This design comes from an exercise in tuning for small area and few clock cycles on the open sky130 flow, not from production work. Function was checked by simulation only, so behaviour that the tests miss may differ from the original. Power and IR drop assume default switching activity.

## main
==> flow/design.v (excerpt) <==
module lm96570_cfg_seq
#(
  parameter int RW_BIT   = 0,
  parameter int HDR_BITS = 6,
  parameter int TMR_W    = 10,   
  parameter int RINGS    = 4
) (
  input  logic                  CLK,
  input  logic                  RESET,
  input  logic                  TBL_WE,
  input  logic [ADDR_W-1:0]     TBL_ADDR,
  input  logic [DATA_WIDTH-1:0] TBL_DATA,
  input  logic [NBIT_WIDTH-1:0] TBL_NBIT,
  input  logic                  GO,
  input  logic                  VERIFY_EN,
  input  logic [ADDR_W:0]       NUM_ENTRIES,
  output logic                  BUSY,
  output logic                  DONE,
  output logic [1:0]            ERR_CODE,
  output logic [ADDR_W-1:0]     ERR_IDX,
  output logic                  SPI_START,
  output logic [DATA_WIDTH-1:0] SPI_DATA,
  output logic [NBIT_WIDTH-1:0] SPI_NBIT,
  input  logic                  SPI_DONE,
  input  logic [DATA_WIDTH-1:0] SPI_RD_DATA
);
  ...
For scale: roughly 5700 cells after synthesis, ~1400 flip-flops, ~0.049 mm^2 of cells after synthesis.
export LEC_CHECK = 0
export ABC_AREA = 1
export CAP_MARGIN = 20
export CORE_MARGIN = 2
export CORE_UTILIZATION = 65
export PLACE_DENSITY = 0.72
export SLEW_MARGIN = 20
create_clock -name core_clock -period 5.0 [get_ports {CLK}]
standard.sh (not shown) runs the stock make flow with config.mk's settings and CLKGATE_MAP_FILE= SYNTH_SCRIPT=/design/flow/synth_recipe.tcl, a recipe that flattens the netlist after the stock synthesis.
==> flow/flow/run.sh <==
#!/bin/bash
# Layout flow: the standard ORFS flow (standard.sh, unchanged synthesis)
# with two changes: the port buffers use buf_1 instead of the default
# delay-buffer cell, and clock tree synthesis inserts no dummy loads and
# builds the tree from clkbuf_8 (root: clkbuf_16) with sink clusters of up to
# 16 flops within 60 um. ORFS writes each step's log under orfs/logs/; the
# make output goes to standard.log.
set -euo pipefail
export BUFFER_PORTS_ARGS="-buffer_cell sky130_fd_sc_hd__buf_1"
export CTS_ARGS="-sink_clustering_enable -repair_clock_nets -dont_use_dummy_load -root_buf sky130_fd_sc_hd__clkbuf_16 -sink_clustering_size 16 -sink_clustering_max_diameter 60 -buf_list {sky130_fd_sc_hd__clkbuf_8}"
bash standard.sh > standard.log 2>&1
Testbench counts of main, summed over its fixed seeds: cycles 50,498.
Input-level comparison between the feature branch and main:
- removing PLACE_DENSITY (formerly 0.72)
- changing CORE_UTILIZATION from 65 to 50
==> results.txt <==
- Compare main and the feature branch | setup slack lower: main
- The feature branch against main: met2 routed wirelength increased about 6.4%; cell count has increased; placement-stage cell area moved up.
- Re fraction of registers with async set or reset after synthesis: no difference whatsoever between main and the feature branch.
- Compared to main, the router laid down more metal wire for the feature branch.
- Re met3 layer wire length in the routed design: main and the feature branch aren't equal, and the higher value belongs to main.
- The feature branch and main ended up with roughly the same multi-input logic area.
- The feature branch ends up with a die extent in x that is about 14% higher than in main.
- Compared with main, the feature branch shows a higher power dissipated in combinational cells.

* * *

== run Y ==
Another version of the RTL of lm96570_cfg_seq (not shown whole).
Size: roughly 4,600 cells after synthesis, ~1,400 flip-flops, roughly 250 I/O pins, about 50,000 sq um of cells after synthesis.
Settings: LEC_CHECK=0, CAP_MARGIN=20, CORE_MARGIN=2, CORE_UTILIZATION=50, CTS_BUF_LIST=sky130_fd_sc_hd__clkbuf_4 sky130_fd_sc_hd__clkbuf_8, SLEW_MARGIN=20; clock period 5.0 ns.
run.sh (not shown) runs the stock make flow with config.mk's settings and CLKGATE_MAP_FILE= SYNTH_SCRIPT=/design/flow/synth_recipe.tcl, a recipe that flattens the netlist after the stock synthesis.
Stock flow here: none of the scripts above is used.
Run Y finished every stage; the final checks, however, were not passed, the failures being negative setup slack.
Testbench counts of run Y, summed over its fixed seeds: cycles 50,498.
Edits applied to the flow inputs when going from run Y to run C:
Settings: CTS_BUF_LIST removed (was sky130_fd_sc_hd__clkbuf_4 sky130_fd_sc_hd__clkbuf_8).
--- outcome ---
Having completed the whole flow, run C delivered a layout that passed the timing, design-rule and antenna checks. Looking at worst endpoint required time, run C sits 1.58 ns below run Y. Changes observed in run C relative to run Y: met2 wire length dropped about 3.6%, worst setup slack climbed 0.22 ns, ratio of final minimum period to clock period dropped 4.3 points. The final reports for run C and run Y show number of global-route vias before repair lower in the former. Delta (run C minus run Y): sequential share of layout area shows an increase of 0.44 points; number of vias per cell shows an increase of about 0.65%. Reported for run Y and run C, number of top-level pins turned out identical to the last digit. Run Y vs run C, kind of critical path: flop to flop vs flop to output port. Timing endpoint of the critical path = nxt[3]: run Y; timing endpoint of the critical path = BUSY: run C. Taking run Y as the reference, in run C final period demand of the worst path went down 0.22 ns, count of buffer and inverter cells on the critical path went down 5.

* * *

Another version of the RTL of lm96570_cfg_seq (not shown whole).
For scale: roughly 3500 cells after synthesis, ~250 I/O pins.
==> flow/config.mk <==
export PLATFORM = sky130hd
export DESIGN_NAME = lm96570_cfg_seq
export DESIGN_NICKNAME = lm96570_cfg_seq
export VERILOG_FILES = /design/flow/design.v
export SDC_FILE = /design/flow/constraint.sdc
export NUM_CORES = 4
export LEC_CHECK = 0
export CAP_MARGIN = 20
export CORE_MARGIN = 2
export CORE_UTILIZATION = 50
export SLEW_MARGIN = 20
export SYNTH_HIERARCHICAL = 1
export SYNTH_MINIMUM_KEEP_SIZE = 0
==> flow/constraint.sdc <==
create_clock -name core_clock -period 5.0 [get_ports {CLK}]
set_input_delay 1.0000 -clock core_clock [delete_from_list [all_inputs] [get_ports {CLK}]]
set_output_delay 1.0000 -clock core_clock [all_outputs]
set_load 0.01 [all_outputs]
standard.sh (not shown) runs the stock make flow with config.mk's settings and CLKGATE_MAP_FILE= SYNTH_SCRIPT=/design/flow/synth_recipe.tcl, a recipe that flattens the netlist after the stock synthesis.
==> flow/flow/run.sh <==
#!/bin/bash
set -euo pipefail
export PRE_FLOORPLAN_TCL="$PWD/flow/downsize.tcl"
export BUFFER_PORTS_ARGS="-buffer_cell sky130_fd_sc_hd__buf_1"
export CTS_ARGS="-sink_clustering_enable -repair_clock_nets -dont_use_dummy_load -root_buf sky130_fd_sc_hd__clkbuf_16 -sink_clustering_size 16 -sink_clustering_max_diameter 60 -buf_list {sky130_fd_sc_hd__clkbuf_8}"
bash standard.sh > standard.log 2>&1
==> flow/flow/downsize.tcl <==
# Runs before floorplanning (PRE_FLOORPLAN_TCL). Hierarchical synthesis maps
# each table slot-update bit (lm96570_slot_next) on its own and picks the
# double-drive a22oi_2 for it, though each drives a single flip-flop D pin.
# Set every a22oi_2 with a single load back to a22oi_1; timing repair later
# in the flow resizes where needed.
set one [[ord::get_db] findMaster sky130_fd_sc_hd__a22oi_1]
set n 0
foreach inst [[ord::get_db_block] getInsts] {
  if {[[$inst getMaster] getName] ne "sky130_fd_sc_hd__a22oi_2"} continue
  set out [$inst findITerm Y]
  set net [$out getNet]
  if {$net eq "NULL"} continue
  if {[llength [$net getITerms]] == 2} {
    $inst swapMaster $one
    incr n
  }
}
puts "downsize.tcl: a22oi_2 -> a22oi_1 on $n cells"
The first run completed, yet does not pass: negative setup slack.
Testbench counts at the start, summed over its fixed seeds: cycles 50,498.
Then changed:
Settings changed: CORE_UTILIZATION 50 to 65, PLACE_DENSITY set to 0.72, SETUP_SLACK_MARGIN set to 0.15.
The new run completed, yet does not pass: negative setup slack.
Register-to-register slack gets better by 0.08 ns.
Clock skew stays flat.
Sequential power stays flat.
Critical path depth rises by 1.
Cell count falls by 5.1%.
Utilization goes up by 16 points.
Then changed:
Settings changed: SETUP_SLACK_MARGIN 0.15 to not set.
The changed run completed, yet does not pass: negative setup slack.
Non-clock buffer count stays the same.
Total power barely changes.
Sequential power barely changes.
Die area stays the same.
Core utilization is about the same.
Wire length is about the same.
Global-route usage stays the same.
Synthesized cell count is unchanged.
Final area barely changes.

* * *

The RTL this note starts from:
==> flow/design.v <==
package lm96570_pkg;
  localparam int DATA_WIDTH = 70;
  localparam int NBIT_WIDTH = 8;
  localparam int DEPTH      = 16;
  localparam int ADDR_W     = 4;
  localparam logic [1:0] ERR_OK       = 2'b00;
  localparam logic [1:0] ERR_MISMATCH = 2'b01;
  localparam logic [1:0] ERR_TIMEOUT  = 2'b10;
  typedef enum logic [8:0] {
    S_IDLE    = 9'b000000001,
    S_LOAD    = 9'b000000010,
    S_ISSUE_W = 9'b000000100,
    S_WAIT_W  = 9'b000001000,
    S_ISSUE_R = 9'b000010000,
    S_WAIT_R  = 9'b000100000,
    S_CHECK   = 9'b001000000,
    S_NEXT    = 9'b010000000,
    S_FINISH  = 9'b100000000
  } seq_state_t;
  typedef struct packed {
    logic [NBIT_WIDTH-1:0] nbit;
    logic [DATA_WIDTH-1:0] data;
  } tbl_entry_t;
endpackage
import lm96570_pkg::*;
module lm96570_cfg_table
#(
  parameter int RINGS = 4,
  parameter int M     = DEPTH / RINGS,
  parameter int RW    = (RINGS > 1) ? $clog2(RINGS) : 1,
  parameter int MW    = (M > 1) ? $clog2(M) : 1
) (
  input  logic                    CLK,
  input  logic                    we,
  input  logic [ADDR_W-1:0]       waddr,
  input  lm96570_pkg::tbl_entry_t wdata,
  input  logic [RW-1:0]           rsel,
  output lm96570_pkg::tbl_entry_t rdata,
  output logic [MW-1:0]           rot
);
  localparam int EW = NBIT_WIDTH + DATA_WIDTH;
  logic [EW-1:0] slot [0:DEPTH-1];    
  logic [MW-1:0] wpos;                
  logic [RW-1:0] wring;
  always_ff @(posedge CLK) rot <= rot + 1'b1;
  assign wring = (RINGS > 1) ? RW'(waddr % RINGS) : '0;
  assign wpos  = MW'(waddr / RINGS) + rot + 1'b1;
  always_ff @(posedge CLK) begin
    for (int r = 0; r < RINGS; r++)
      for (int p = 0; p < M; p++)
        if (we && wring == RW'(r) && wpos == MW'(p))
          slot[r*M + p] <= (p % 2 == 1) ? ~wdata : wdata;
        else
          slot[r*M + p] <= ~slot[r*M + ((p + M - 1) % M)];
  end
  always_comb begin
    rdata = '0;
    for (int r = 0; r < RINGS; r++)
      rdata = rdata | (slot[r*M] & {EW{rsel == RW'(r)}});
  end
endmodule
import lm96570_pkg::*;
module lm96570_cfg_seq
#(
  parameter int RW_BIT   = 0,
  parameter int HDR_BITS = 6,
  parameter int TMR_W    = 10,   
  parameter int RINGS    = 4
) (
  input  logic                  CLK,
  input  logic                  RESET,
  input  logic                  TBL_WE,
  input  logic [ADDR_W-1:0]     TBL_ADDR,
  input  logic [DATA_WIDTH-1:0] TBL_DATA,
  input  logic [NBIT_WIDTH-1:0] TBL_NBIT,
  input  logic                  GO,
  input  logic                  VERIFY_EN,
  input  logic [ADDR_W:0]       NUM_ENTRIES,
  output logic                  BUSY,
  output logic                  DONE,
  output logic [1:0]            ERR_CODE,
  output logic [ADDR_W-1:0]     ERR_IDX,
  output logic                  SPI_START,
  output logic [DATA_WIDTH-1:0] SPI_DATA,
  output logic [NBIT_WIDTH-1:0] SPI_NBIT,
  input  logic                  SPI_DONE,
  input  logic [DATA_WIDTH-1:0] SPI_RD_DATA
);
  localparam int M  = DEPTH / RINGS;
  localparam int RW = (RINGS > 1) ? $clog2(RINGS) : 1;
  localparam int MW = (M > 1) ? $clog2(M) : 1;
  logic              run;       
  logic              pw;        
  logic              zero;      
  logic              fly;       
  logic              rdf;       
  logic              ver;       
  logic [ADDR_W-1:0] cur;       
  logic              lastf;     
  logic [ADDR_W-1:0] nm1;       
  logic [ADDR_W-1:0] nx;        
  logic              nvalid;    
  logic              done_q;
  logic [TMR_W-1:0]  timer;
  logic [1:0]        err_q;
  logic [ADDR_W-1:0] erri_q;
  lm96570_pkg::tbl_entry_t hold;      
  lm96570_pkg::tbl_entry_t nxt;       
  lm96570_pkg::tbl_entry_t tap;
  lm96570_pkg::tbl_entry_t wr_entry;
  logic [MW-1:0]           rot;
  logic                  acc, ev, tmo, mism, hit, cap, wkill;
  logic                  adv, start_rd, start_wr, sw, sel, end_now;
  logic                  mism_end, tmo_end;
  logic                  hit_nx, hit_nn;
  logic [ADDR_W-1:0]     nn, pre;
  logic [MW-1:0]         slot_nx, slot_nn;
  logic [DATA_WIDTH-1:0] cmp_mask;
  assign wr_entry.nbit = TBL_NBIT;
  assign wr_entry.data = TBL_DATA;
  assign nn      = (nx == nm1) ? '0 : nx + 1'b1;
  assign pre     = nvalid ? nn : nx;
  assign slot_nx = MW'(nx / RINGS) + rot;
  assign slot_nn = MW'(nn / RINGS) + rot;
  assign hit_nx  = (slot_nx == '0);
  assign hit_nn  = (slot_nn == '0);
  lm96570_cfg_table #(.RINGS(RINGS)) u_table (
    .CLK   (CLK),
    .we    (TBL_WE),
    .waddr (TBL_ADDR),
    .wdata (wr_entry),
    .rsel  (RW'(pre % RINGS)),
    .rdata (tap),
    .rot   (rot)
  );
  assign acc   = GO & ~run;
  assign ev    = fly & SPI_DONE & ~done_q;
  assign tmo   = fly & (&timer);
  assign hit   = nvalid ? hit_nn : hit_nx;
  assign cap   = hit & (sw | ~nvalid);
  assign wkill = TBL_WE & (sw ? (TBL_ADDR == nn) : (TBL_ADDR == nx));
  always_comb begin
    cmp_mask = '0;
    for (int i = HDR_BITS; i < DATA_WIDTH; i++)
      cmp_mask[i] = (i < 32'(hold.nbit));
  end
  assign mism = rdf & (((SPI_RD_DATA ^ hold.data) & cmp_mask) != '0);
  assign adv      = ev & (rdf ? ~mism : ~ver);
  assign start_rd = ev & ~rdf & ver;
  assign sw       = nvalid & (pw | (ev & (rdf | ~ver) & ~lastf));
  assign start_wr = sw & ~mism_end;
  assign mism_end = ev & mism;
  assign tmo_end  = tmo & ~ev;
  assign end_now  = run & (zero | tmo_end | mism_end | (adv & lastf));
  assign sel      = nvalid & (pw | (ev & (rdf | ~ver)));
  assign SPI_START = start_wr | start_rd;
  assign DONE      = end_now;
  assign BUSY      = run & ~end_now;
  assign SPI_DATA[DATA_WIDTH-1:1] = sel ? nxt.data[DATA_WIDTH-1:1] : hold.data[DATA_WIDTH-1:1];
  assign SPI_DATA[RW_BIT]         = sel ? nxt.data[RW_BIT] : (hold.data[RW_BIT] | rdf | ev);
  assign SPI_NBIT                 = sel ? nxt.nbit : hold.nbit;
  assign ERR_CODE = run ? {tmo_end, mism_end} : err_q;
  assign ERR_IDX  = run ? ((tmo_end | mism_end) ? cur : '0) : erri_q;
  always_ff @(posedge CLK) begin
    done_q <= SPI_DONE;
    if (sel) hold <= nxt;
    if (cap) nxt <= tap;
    if (SPI_START) timer <= '0;
    else           timer <= timer + 1'b1;
  end
  always_ff @(posedge CLK or posedge RESET) begin
    if (RESET) begin
      run    <= 1'b0;
      pw     <= 1'b0;
      zero   <= 1'b0;
      fly    <= 1'b0;
      rdf    <= 1'b0;
      ver    <= 1'b0;
      cur    <= '0;
      lastf  <= 1'b0;
      nm1    <= '0;
      nx     <= '0;
      nvalid <= 1'b0;
      err_q  <= ERR_OK;
      erri_q <= '0;
    end else begin
      zero   <= acc & (NUM_ENTRIES == '0);
      nvalid <= (nvalid & ~sw | cap) & ~wkill;
      if (acc) begin
        run <= 1'b1;
        ver <= VERIFY_EN;
        nm1 <= NUM_ENTRIES[ADDR_W] ? '1 : NUM_ENTRIES[ADDR_W-1:0] - 1'b1;
        if (NUM_ENTRIES != '0) pw <= 1'b1;
      end
      fly <= SPI_START | (fly & ~ev & ~end_now);
      if (sw) begin
        pw    <= 1'b0;
        rdf   <= 1'b0;
        cur   <= nx;
        lastf <= (nx == nm1);
        nx    <= nn;
      end else begin
        if (adv & ~lastf) pw <= 1'b1;
        if (start_rd)     rdf <= 1'b1;
      end
      if (end_now) begin
        run    <= 1'b0;
        err_q  <= ERR_CODE;
        erri_q <= ERR_IDX;
        if (nx != '0) begin
          nx     <= '0;
          nvalid <= 1'b0;
        end
      end
    end
  end
endmodule
Settings: LEC_CHECK=0, CAP_MARGIN=20, CORE_MARGIN=2, CORE_UTILIZATION=50, SLEW_MARGIN=20; clock period 5.0 ns.
==> flow/flow/run.sh <==
#!/bin/bash
# Layout flow: the standard ORFS flow (standard.sh, unchanged synthesis)
# with two changes: the port buffers use buf_1 instead of the default
# delay-buffer cell, and clock tree synthesis inserts no dummy loads and
# builds the tree from clkbuf_8 (root: clkbuf_16) with sink clusters of up to
# 16 flops within 60 um. ORFS writes each step's log under orfs/logs/; the
# make output goes to standard.log.
set -euo pipefail
export BUFFER_PORTS_ARGS="-buffer_cell sky130_fd_sc_hd__buf_1"
export CTS_ARGS="-sink_clustering_enable -repair_clock_nets -dont_use_dummy_load -root_buf sky130_fd_sc_hd__clkbuf_16 -sink_clustering_size 16 -sink_clustering_max_diameter 60 -buf_list {sky130_fd_sc_hd__clkbuf_8}"
bash standard.sh > standard.log 2>&1
Testbench counts at the start, summed over its fixed seeds: cycles 50,498.
Next try:
--- a/flow/config.mk
+++ b/flow/config.mk
@@ -6,4 +6,5 @@
 export NUM_CORES = 4
 export LEC_CHECK = 0
+export ABC_AREA = 1
 export CAP_MARGIN = 20
 export CORE_MARGIN = 2
What happened: Cell count goes up by 18%; setup slack gains 260 ps; global-route usage goes up by 0.99 points; wire length goes up by 5.5%; die area goes up by 0.72%; clock power is about the same; final area stays flat; via count goes up by 14%; synthesized area goes up by 0.73%.

re-timing with driven ports:
In the flow no input, the clock included, has a driving cell. The finished layouts below were timed again as built, in two steps.
Step 1: set_driving_cell puts a clkbuf_16 on CLK and a buf_2 on each other input, an assumption about the parent block.
Step 2 moves the port delays by t, midway between the first and last clock arrival at a register: inputs arrive t later, outputs are due t later. That takes back most of the time a late clock gives input paths.
a / b / c = ideal / step 1 / step 2; a / b = the first two.
| run | shift t [ns] | setup slack, ns | pins driven straight from the clock port |
|---|---|---|---|
| main | 0.682 | 0.189 / 0.116 / 0.590 | 1 |
| the feature branch | 0.719 | 0.214 / 0.142 / 0.522 | 1 |
| run Y | 0.933 | -0.147 / -0.185 / -0.607 | 1 |
| run C | 0.803 | 0.069 / -0.002 / -0.354 | 1 |
| the first run of note 3 | 0.713 | -0.082 / -0.154 / 0.244 | 1 |
| the second run of note 3 | 0.681 | -0.044 / -0.116 / 0.182 | 1 |
| the third run of note 3 | 0.681 | -0.052 / -0.126 / 0.174 | 1 |
| the first run of note 4 | 0.706 | 0.066 / -0.007 / 0.331 | 1 |
| the second run of note 4 | 0.718 | 0.326 / 0.254 / 0.773 | 1 |
With both steps, setup timing fails in run C, where it was met with ideal ports. The setup slack of run Y, which loses most, moves by -0.038 ns with the drivers and by -0.460 ns with both steps.
